This design comes from an exercise in tuning for small area, a short achievable clock period and few clock cycles on the open sky130 flow, not from production work. Function was checked by simulation only, so behaviour that the tests miss may differ from the original. Power is estimated from default activity; no workload was simulated.

==> branch maple <==
// spmv_top
module spmv_top (
    input  logic                       clk,
    input  logic                       rst_n,
    input  logic                       cmd_val,
    input  logic [5:0]                 cmd_opcode,
    input  logic [64-1:0]     cmd_config_data,
    output logic                       busy,
    output logic                       resp_val,
    input  logic                       resp_rdy,
    output logic [64-1:0]     resp_data,
    input  logic                       mem_req_rdy,
    output logic                       mem_req_val,
    output logic [6-1:0] mem_req_transid,
    output logic [40-1:0]   mem_req_addr,
    input  logic                       mem_resp_val,
    input  logic [6-1:0] mem_resp_transid,
    input  logic [64-1:0]     mem_resp_data
);
clock: 12.0 ns
lec_check: 0
cap_margin: 20
core_margin: 2
core_utilization: 65
cts_cluster_diameter: 100
cts_cluster_size: 20
slew_margin: 20
run.sh (not shown) runs the stock make flow with config.mk's settings and CLKGATE_MAP_FILE= SYNTH_SCRIPT=/design/flow/synth_recipe.tcl, a recipe that flattens the netlist after the stock synthesis.
==> inputs of branch harbor, as changes to branch maple <==
--- a/flow/design.v
+++ b/flow/design.v
@@ -25,36 +25,36 @@
     localparam int D = 4;
     localparam int PW = 3;
     logic [2:0]  state, state_nx;
     logic        got_one;      
     logic        init_q;       
     logic        spm_ok;       
     logic [1:0]  op;
     logic        cmd_hsk, start_init, ld_spm, ld_vec, get_res, second_ld;
-    logic        done_c, fin_q, rd_last;
+    logic        done_c, rd_last;
     logic        st_run, st_hold, st_read;
     logic [40-1:0] val_ptr, vec_ptr;
-    logic [6:0]     nr, vlen;
+    logic [6:0]     nr;
     assign op         = cmd_opcode[1:0];
     assign cmd_hsk    = cmd_val && !busy;
     assign st_run     = state == ST_RUN;
     assign st_hold    = state == ST_HOLD;
     assign st_read    = state == ST_READ;
     assign start_init = cmd_hsk && op == 2'd0 && (state == ST_IDLE || st_hold);
     assign ld_spm     = cmd_hsk && state == ST_COLL && op == 2'd1;
     assign ld_vec     = cmd_hsk && state == ST_COLL && op == 2'd2;
     assign second_ld  = (ld_spm || ld_vec) && got_one;
     assign get_res    = cmd_hsk && st_hold && op == 2'd3;
     always_comb begin
         state_nx = state;
         case (state)
             ST_IDLE: if (start_init) state_nx = ST_COLL;
             ST_COLL: if (second_ld) state_nx = ST_RUN;
-            ST_RUN:  if (fin_q) state_nx = ST_HOLD;
+            ST_RUN:  if (done_c) state_nx = ST_HOLD;
             ST_HOLD: begin
                 if (start_init) state_nx = ST_COLL;
                 else if (get_res) state_nx = ST_READ;
             end
             ST_READ: if (rd_last) state_nx = ST_IDLE;
             default: state_nx = ST_IDLE;
         endcase
     end
@@ -72,23 +72,18 @@
             if (start_init) spm_ok <= 1'b0;
             else if (ld_spm) spm_ok <= 1'b1;
             if (start_init) got_one <= 1'b0;
             else if (ld_spm || ld_vec) got_one <= 1'b1;
         end
     end
     always_ff @(posedge clk) begin
         if (start_init) val_ptr <= cmd_config_data[40-1:0];
-        if (ld_spm) begin
-            nr  <= cmd_config_data[16 +: 6+1];
-        end
-        if (ld_vec) begin
-            vec_ptr <= cmd_config_data[40-1:0];
-            vlen    <= cmd_config_data[40 +: 6+1];
-        end
+        if (ld_spm) nr <= cmd_config_data[16 +: 6+1];
+        if (ld_vec) vec_ptr <= cmd_config_data[40-1:0];   
     end
     localparam int CQ = 4;
     logic [6:0]   r_iss;             
     logic [2:0]             rl_cred;           
     logic [2:0]             cq_cred;           
     logic [12:0]   avail;             
     logic [12-1:0] kv;                
     logic [2:0]             xi3;               
@@ -97,89 +92,79 @@
     logic [12:0]   off_col;           
     logic [12+1:0] off_rl;            
     logic [6-1:0] colq [0:CQ-1];
     logic                   want_rl, want_x, want_v, want_c, gen_any, gen_fire;
     logic                   rl_more;           
     logic                   avail_nz;          
     logic [12:0]   avail_nx;
     logic                   gen_rl, gen_c, gen_x;
-    logic                   s1_v, s1_vec;      
-    logic [1:0]             s1_kind;
-    logic [12+1:0] s1_off;
     localparam int HI_W = 40 - 12 - 2;
     logic [HI_W-1:0]        val_hi1, vec_hi1;
-    logic [12+2:0] s1_lo;
-    logic [12+1:0] s1_blo;            
-    assign s1_lo = {1'b0, s1_blo} + {1'b0, s1_off};
+    logic [12+2:0] g_lo;
+    logic [12+1:0] g_blo;             
     assign val_hi1 = val_ptr[40-1:12+2] + 1'b1;
     assign vec_hi1 = vec_ptr[40-1:12+2] + 1'b1;
-    logic [1:0]             pkind [0:2];       
-    logic [12+1:0] plo [0:2];         
-    logic                   pvec [0:2];        
-    logic                   pcy [0:2];
+    logic [1:0]             pkind [0:1];       
+    logic [12+1:0] plo [0:1];         
+    logic                   pvec [0:1];        
+    logic                   pcy [0:1];
     logic                   gvec;              
     logic [12+1:0] goff;
-    logic [1:0]             pq_wp, pq_rp;
+    logic                   pq_wp, pq_rp;
     logic [1:0]             pq_cnt;
     logic                   oh;                
     logic                   req_hsk, out_free, pend_move;
     logic [2:0]             out_cnt, out_cnt_nx;
     logic                   rl_back_e, rl_back_p;    
     logic [2:0]             rl_cred_in;
     assign rl_cred_in = rl_cred + {2'b00, rl_back_e} + {2'b00, rl_back_p};
     assign want_v    = vnext;
     assign want_rl   = rl_more && rl_cred != 3'd0;
     assign want_c    = avail_nz && cq_cred != 3'd0;
     assign want_x    = cq_wp != xi3;
     assign gen_any   = spm_ok && (want_v || want_rl || want_c || want_x);
     assign gvec      = !want_v && !want_rl && !want_c;
+    assign g_blo     = gvec ? vec_ptr[12+1:0] : val_ptr[12+1:0];
+    assign g_lo      = {1'b0, g_blo} + {1'b0, goff};
     always_comb begin
         if (want_v)       goff = {2'b00, kv};
         else if (want_rl) goff = off_rl;
         else if (want_c)  goff = {1'b0, off_col};
         else              goff = {{(12+2-6){1'b0}}, colq[xi3[1:0]]};
     end
     assign req_hsk   = mem_req_val && mem_req_rdy;
     assign out_free  = !oh || req_hsk;
     assign pend_move = st_run && pq_cnt != 2'd0 && out_free;
-    assign gen_fire  = gen_any && (s1_v ? pq_cnt[1] == 1'b0 : pq_cnt != 2'd3);
+    assign gen_fire  = gen_any && pq_cnt != 2'd2;
     assign gen_rl    = gen_fire && !want_v && want_rl;
     assign gen_c     = gen_fire && !want_v && !want_rl && want_c;
     assign gen_x     = gen_fire && !want_v && !want_rl && !want_c;
     always_ff @(posedge clk) begin
         if (gen_fire) begin
-            s1_kind <= want_v ? 2'd2 : want_rl ? 2'd1 :
-                       want_c ? 2'd3 : 2'd0;
-            s1_vec  <= gvec;
-            s1_off  <= goff;
-            s1_blo  <= gvec ? vec_ptr[12+1:0] : val_ptr[12+1:0];
-        end
-        if (s1_v) begin
-            pkind[pq_wp] <= s1_kind;
-            plo[pq_wp]   <= s1_lo[12+1:0];
-            pvec[pq_wp]  <= s1_vec;
-            pcy[pq_wp]   <= s1_lo[12+2];
+            pkind[pq_wp] <= want_v ? 2'd2 : want_rl ? 2'd1 :
+                            want_c ? 2'd3 : 2'd0;
+            plo[pq_wp]   <= g_lo[12+1:0];
+            pvec[pq_wp]  <= gvec;
+            pcy[pq_wp]   <= g_lo[12+2];
         end
     end
     assign out_cnt_nx = out_cnt + {2'b00, req_hsk} - {2'b00, mem_resp_val};
     always_ff @(posedge clk) begin
         if (!rst_n) begin
-            s1_v        <= 1'b0;
             pq_cnt      <= '0;
             pq_wp       <= '0;
             pq_rp       <= '0;
             oh          <= 1'b0;
             mem_req_val <= 1'b0;
             out_cnt     <= '0;
         end else begin
-            s1_v        <= gen_fire;
-            pq_cnt      <= pq_cnt + {1'b0, s1_v} - {1'b0, pend_move};
-            if (s1_v) pq_wp <= pq_wp == 2'd2 ? 2'd0 : pq_wp + 1'b1;
-            if (pend_move) pq_rp <= pq_rp == 2'd2 ? 2'd0 : pq_rp + 1'b1;
+            pq_cnt      <= pq_cnt + {1'b0, gen_fire} - {1'b0, pend_move};
+            if (gen_fire) pq_wp <= !pq_wp;
+            if (pend_move) pq_rp <= !pq_rp;
             oh          <= pend_move || (oh && !req_hsk);
             mem_req_val <= (pend_move || (oh && !req_hsk)) && out_cnt_nx != 3'd4;
             out_cnt     <= out_cnt_nx;
         end
     end
     always_ff @(posedge clk) begin
         if (pend_move) begin
             mem_req_addr    <= {pcy[pq_rp] ? (pvec[pq_rp] ? vec_hi1 : val_hi1)
@@ -276,25 +261,24 @@
         end
     end
     logic                    p1, p2, p3;
     logic [31:0]             ma;          
     logic [16:0]             win_lo, win_hi;    
     logic [7:0]              d_one, d_two, d_neg;    
     logic [7:0]              lo_one, lo_two, lo_neg, hi_one, hi_two, hi_neg;
     logic                    zacc;        
-    logic [31:0]             t_s, t_c, acc_s, acc_c, a_s, a_c;
+    logic [31:0]             t_s, t_c, acc, a_in;
     logic [31:0]             pp [0:7];
     logic [31:0]             negv;
     logic                    first;       
     logic [6:0]    cnt_row;
     logic [6:0]    head_len;
     logic                    last;
     logic                    wr_v;
-    logic [31:0]             row_sum;
     assign win_lo = {xb[15:0], 1'b0};
     assign win_hi = p1 ? xb[31:15] : 17'd0;
     always_comb begin
         for (int i = 0; i < 8; i++) begin
             lo_neg[i] = win_lo[2*i+2];
             lo_one[i] = win_lo[2*i+1] ^ win_lo[2*i];
             lo_two[i] = (win_lo[2*i+2] & ~win_lo[2*i+1] & ~win_lo[2*i]) | (~win_lo[2*i+2] & win_lo[2*i+1] & win_lo[2*i]);
             hi_neg[i] = win_hi[2*i+2];
@@ -317,46 +301,41 @@
         negv = '0;
         for (int i = 0; i < 8; i++) begin
             logic [32:0] m;
             m    = ({33{d_one[i]}} & {1'b0, ma}) | ({33{d_two[i]}} & {ma, 1'b0});
             pp[i] = ({m[31:0]} ^ {32{d_neg[i]}}) << (2 * i);
             negv[2 * i] = d_neg[i];
         end
     end
-    logic [31:0] l1a_s, l1a_c, l1b_s, l1b_c, l1c_s, l1c_c, l2a_s, l2a_c, l2b_s, l2b_c, l3a_s, l3a_c, l4a_s, l4a_c, m1_s, m1_c, m2_s, m2_c;
+    logic [31:0] l1a_s, l1a_c, l1b_s, l1b_c, l1c_s, l1c_c, l2a_s, l2a_c, l2b_s, l2b_c, l3a_s, l3a_c, l4a_s, l4a_c, m1_s, m1_c;
     assign l1a_s = pp[0] ^ pp[1] ^ pp[2];
     assign l1a_c = ((pp[0] & pp[1]) | (pp[0] & pp[2]) | (pp[1] & pp[2])) << 1;
     assign l1b_s = pp[3] ^ pp[4] ^ pp[5];
     assign l1b_c = ((pp[3] & pp[4]) | (pp[3] & pp[5]) | (pp[4] & pp[5])) << 1;
     assign l1c_s = pp[6] ^ pp[7] ^ negv;
     assign l1c_c = ((pp[6] & pp[7]) | (pp[6] & negv) | (pp[7] & negv)) << 1;
     assign l2a_s = l1a_s ^ l1a_c ^ l1b_s;
     assign l2a_c = ((l1a_s & l1a_c) | (l1a_s & l1b_s) | (l1a_c & l1b_s)) << 1;
     assign l2b_s = l1b_c ^ l1c_s ^ l1c_c;
     assign l2b_c = ((l1b_c & l1c_s) | (l1b_c & l1c_c) | (l1c_s & l1c_c)) << 1;
     assign l3a_s = l2a_s ^ l2a_c ^ l2b_s;
     assign l3a_c = ((l2a_s & l2a_c) | (l2a_s & l2b_s) | (l2a_c & l2b_s)) << 1;
     assign l4a_s = l3a_s ^ l3a_c ^ l2b_c;
     assign l4a_c = ((l3a_s & l3a_c) | (l3a_s & l2b_c) | (l3a_c & l2b_c)) << 1;
-    assign a_s = zacc ? 32'd0 : acc_s;
-    assign a_c = zacc ? 32'd0 : acc_c;
-    assign m1_s = t_s ^ t_c ^ a_s;
-    assign m1_c = ((t_s & t_c) | (t_s & a_s) | (t_c & a_s)) << 1;
-    assign m2_s = m1_s ^ m1_c ^ a_c;
-    assign m2_c = ((m1_s & m1_c) | (m1_s & a_c) | (m1_c & a_c)) << 1;
+    assign a_in = zacc ? 32'd0 : acc;
+    assign m1_s = t_s ^ t_c ^ a_in;
+    assign m1_c = ((t_s & t_c) | (t_s & a_in) | (t_c & a_in)) << 1;
     assign head_len = fifo_len[rp[PW-2:0]];
-    assign last     = cnt_row == head_len - 1'b1;
+    always_ff @(posedge clk) last <= cnt_row == head_len - 1'b1;
     assign pop      = p3 && last;
-    assign row_sum  = acc_s + acc_c;
     always_ff @(posedge clk) begin
         t_s   <= l4a_s;
         t_c   <= l4a_c;
-        acc_s <= m2_s;
-        acc_c <= m2_c;
+        acc   <= m1_s + m1_c;
     end
     always_ff @(posedge clk) begin
         if (init_q) begin
             rp      <= '0;
             cnt_row <= '0;
             first   <= 1'b1;
             wr_v    <= 1'b0;
         end else begin
@@ -368,65 +347,58 @@
                     first   <= 1'b1;
                 end else begin
                     cnt_row <= cnt_row + 1'b1;
                     first   <= 1'b0;
                 end
             end
         end
     end
-    assign done_c = all_in_q && !pad_r && !gen_any && !s1_v && pq_cnt == 2'd0 && !oh && out_cnt == 3'd0;
+    assign done_c = all_in_q && !pad_r && !gen_any && pq_cnt == 2'd0 && !oh && out_cnt == 3'd0;
     logic [32-1:0] ych [0:64-1];
     logic [64-1:0] nz_row;     
     logic [6:0]    sc;          
     logic [2:0]              tsel;
-    logic [32-1:0] tap, tap_m1, nxt;
-    logic                    all_in, all_in_q, ld_first, ld_next, sh, sh_q;
+    logic [32-1:0] tap;
+    logic                    all_in, all_in_q, ld_first, ld_next, sh;
     logic                    pad_r, first_sh;    
     logic [2:0]              pc, npad;
     logic [6:0]    p;           
     logic [32-1:0] rdata;
     logic                    out_hsk;
-    assign all_in   = r_rcv == nr && wp == rp && !wr_v;
-    assign npad     = 3'd0 - sc[2:0];
-    assign ld_first = fin_q;
+    assign all_in   = r_rcv == nr && wp == rp;
+    assign npad     = 3'd0 - sc[2:0] - {2'b00, wr_v};
+    assign ld_first = st_run && done_c;
+    assign first_sh = ld_first && nz_row[0];
     assign ld_next  = out_hsk && !rd_last;
     assign tsel     = sc[6:3] - 1'b1;
     assign tap      = ych[{tsel, 3'b111}];
-    assign tap_m1   = ych[{tsel, 3'b110}];
-    assign nxt      = sh_q ? tap_m1 : tap;
-    assign sh       = wr_v || pad_r || first_sh || sh_q;
+    assign sh       = wr_v || pad_r || first_sh || (ld_next && nz_row[p[6-1:0]]);
     always_ff @(posedge clk) begin
         if (sh) begin
-            ych[0] <= row_sum;
+            ych[0] <= acc;
             for (int i = 1; i < 64; i++) ych[i] <= ych[i-1];
         end
     end
     always_ff @(posedge clk) begin
         if (init_q) begin
             nz_row <= '0;
             sc     <= '0;
-            sh_q   <= 1'b0;
             all_in_q <= 1'b0;
-            fin_q  <= 1'b0;
-            first_sh <= 1'b0;
             pad_r  <= 1'b0;
             pc     <= '0;
         end else begin
             if (all_in && !all_in_q) begin
                 all_in_q <= 1'b1;
                 pc       <= npad;
                 pad_r    <= npad != 3'd0;
             end else if (pad_r) begin
                 pc    <= pc - 1'b1;
                 pad_r <= pc != 3'd1;
             end
-            fin_q    <= st_run && done_c && !fin_q;
-            first_sh <= st_run && done_c && !fin_q && nz_row[0];
-            sh_q <= ld_next && nz_row[p[6-1:0]];
             if (is_rl) nz_row[r_rcv[6-1:0]] <= !rl_empty;
             if (wr_v || pad_r) sc <= sc + 1'b1;
         end
     end
     assign out_hsk = resp_val && resp_rdy;
     assign rd_last = out_hsk && p == nr;
     assign resp_data = {{(64-32){1'b0}}, rdata};
     always_ff @(posedge clk) begin
@@ -439,12 +411,12 @@
         end
     end
     always_ff @(posedge clk) begin
         if (ld_first) begin
             p     <= 7'd1;
             rdata <= nz_row[0] ? tap : 32'd0;
         end else if (ld_next) begin
             p     <= p + 1'b1;
-            rdata <= nz_row[p[6-1:0]] ? nxt : 32'd0;
+            rdata <= nz_row[p[6-1:0]] ? tap : 32'd0;
         end
     end
 endmodule
Settings changed: SLEW_MARGIN 20 to 45.
==> summary.txt <==
- In branch harbor the critical path depth is lower than in branch maple, by 2.
- Flip-flop and latch count: branch maple is higher than branch harbor (85).
- Against branch maple, the cell area of branch harbor is lower by 4.2%.
- Die area: branch maple is higher than branch harbor (about 5%).
- Against branch maple, the clock power of branch harbor is lower by about 2%.
- Sequential power is about the same in branch maple and branch harbor.
- Of branch harbor and branch maple, branch maple has the higher routed wire length (gap 9.1%, measured against branch maple).
- Against branch harbor, the global-route usage of branch maple is higher by 0.96 points.
- Between branch maple and branch harbor, the lower synthesized cell count is in branch harbor (gap about 9%, measured against branch harbor).
==> figures <==
item                                               branch harbor    branch maple
Required time of the worst setup path                   12.45 ns        12.64 ns
Non-Clock Buffer Count                                       243             227
Max rail drop VDD                                       0.129 mV        0.143 mV
Fillers                                                    9,623          10,116
Reg area                                             0.0775 mm^2     0.0797 mm^2
Overall die area                                      0.155 mm^2      0.163 mm^2
Routed wirelength normalized by instance count           21.5 um         22.3 um
Power drawn by the combinational cells                   2490 uW         2190 uW
Crit path buffers/inverters                                    6               2
1st-iter DRT viols                                         4,319           5,365
Num CTS Buffers                                              153             157
Worst Path Max Fanout                                        134              18
Max Clock Skew                                         0.0378 ns       0.0493 ns
Pint                                                   14,100 uW       14,200 uW
Number of distinct library cells after synthesis              81              78
First-pass GRT wire length                            258,000 um      282,000 um
Area occupied by multi-input gates                   0.0198 mm^2     0.0225 mm^2
Number of global-route vias before repair                 44,298          48,497
Run status                                        finished clean  finished clean
Post-synthesis sequential area ratio                       0.784           0.766
Testbench counts of branch maple, summed over its fixed seeds: cycles 129,931.
Testbench counts of branch harbor, summed over its fixed seeds: cycles 129,440.

-- separate check: timing with driven ports --
The results above use ideal ports. As a check the final layouts listed here were re-extracted and re-timed, cells and wires unchanged. Step 1: set_driving_cell puts a clkbuf_16 on clk and a buf_2 on each other input, an assumption about the parent block. Step 2 moves the port delays by t, midway between the first and last clock arrival at a register: inputs arrive t later, outputs are due t later. That takes back most of the time a late clock gives input paths. Three values: ideal ports, drivers, drivers and shift; two values: the first two.
run | shift t [ns] | setup slack, ns | worst setup path at the end | cell pins on the clock port's net
branch maple | 0.865 | 7.667 / 7.639 / 7.060 | input to register | 1
branch harbor | 0.867 | 6.363 / 6.363 / 5.855 | input to register | 1
After both steps every run listed still meets setup and hold. For branch maple, which loses most, drivers alone change the setup slack by -0.028 ns; drivers and shift together by -0.607 ns.
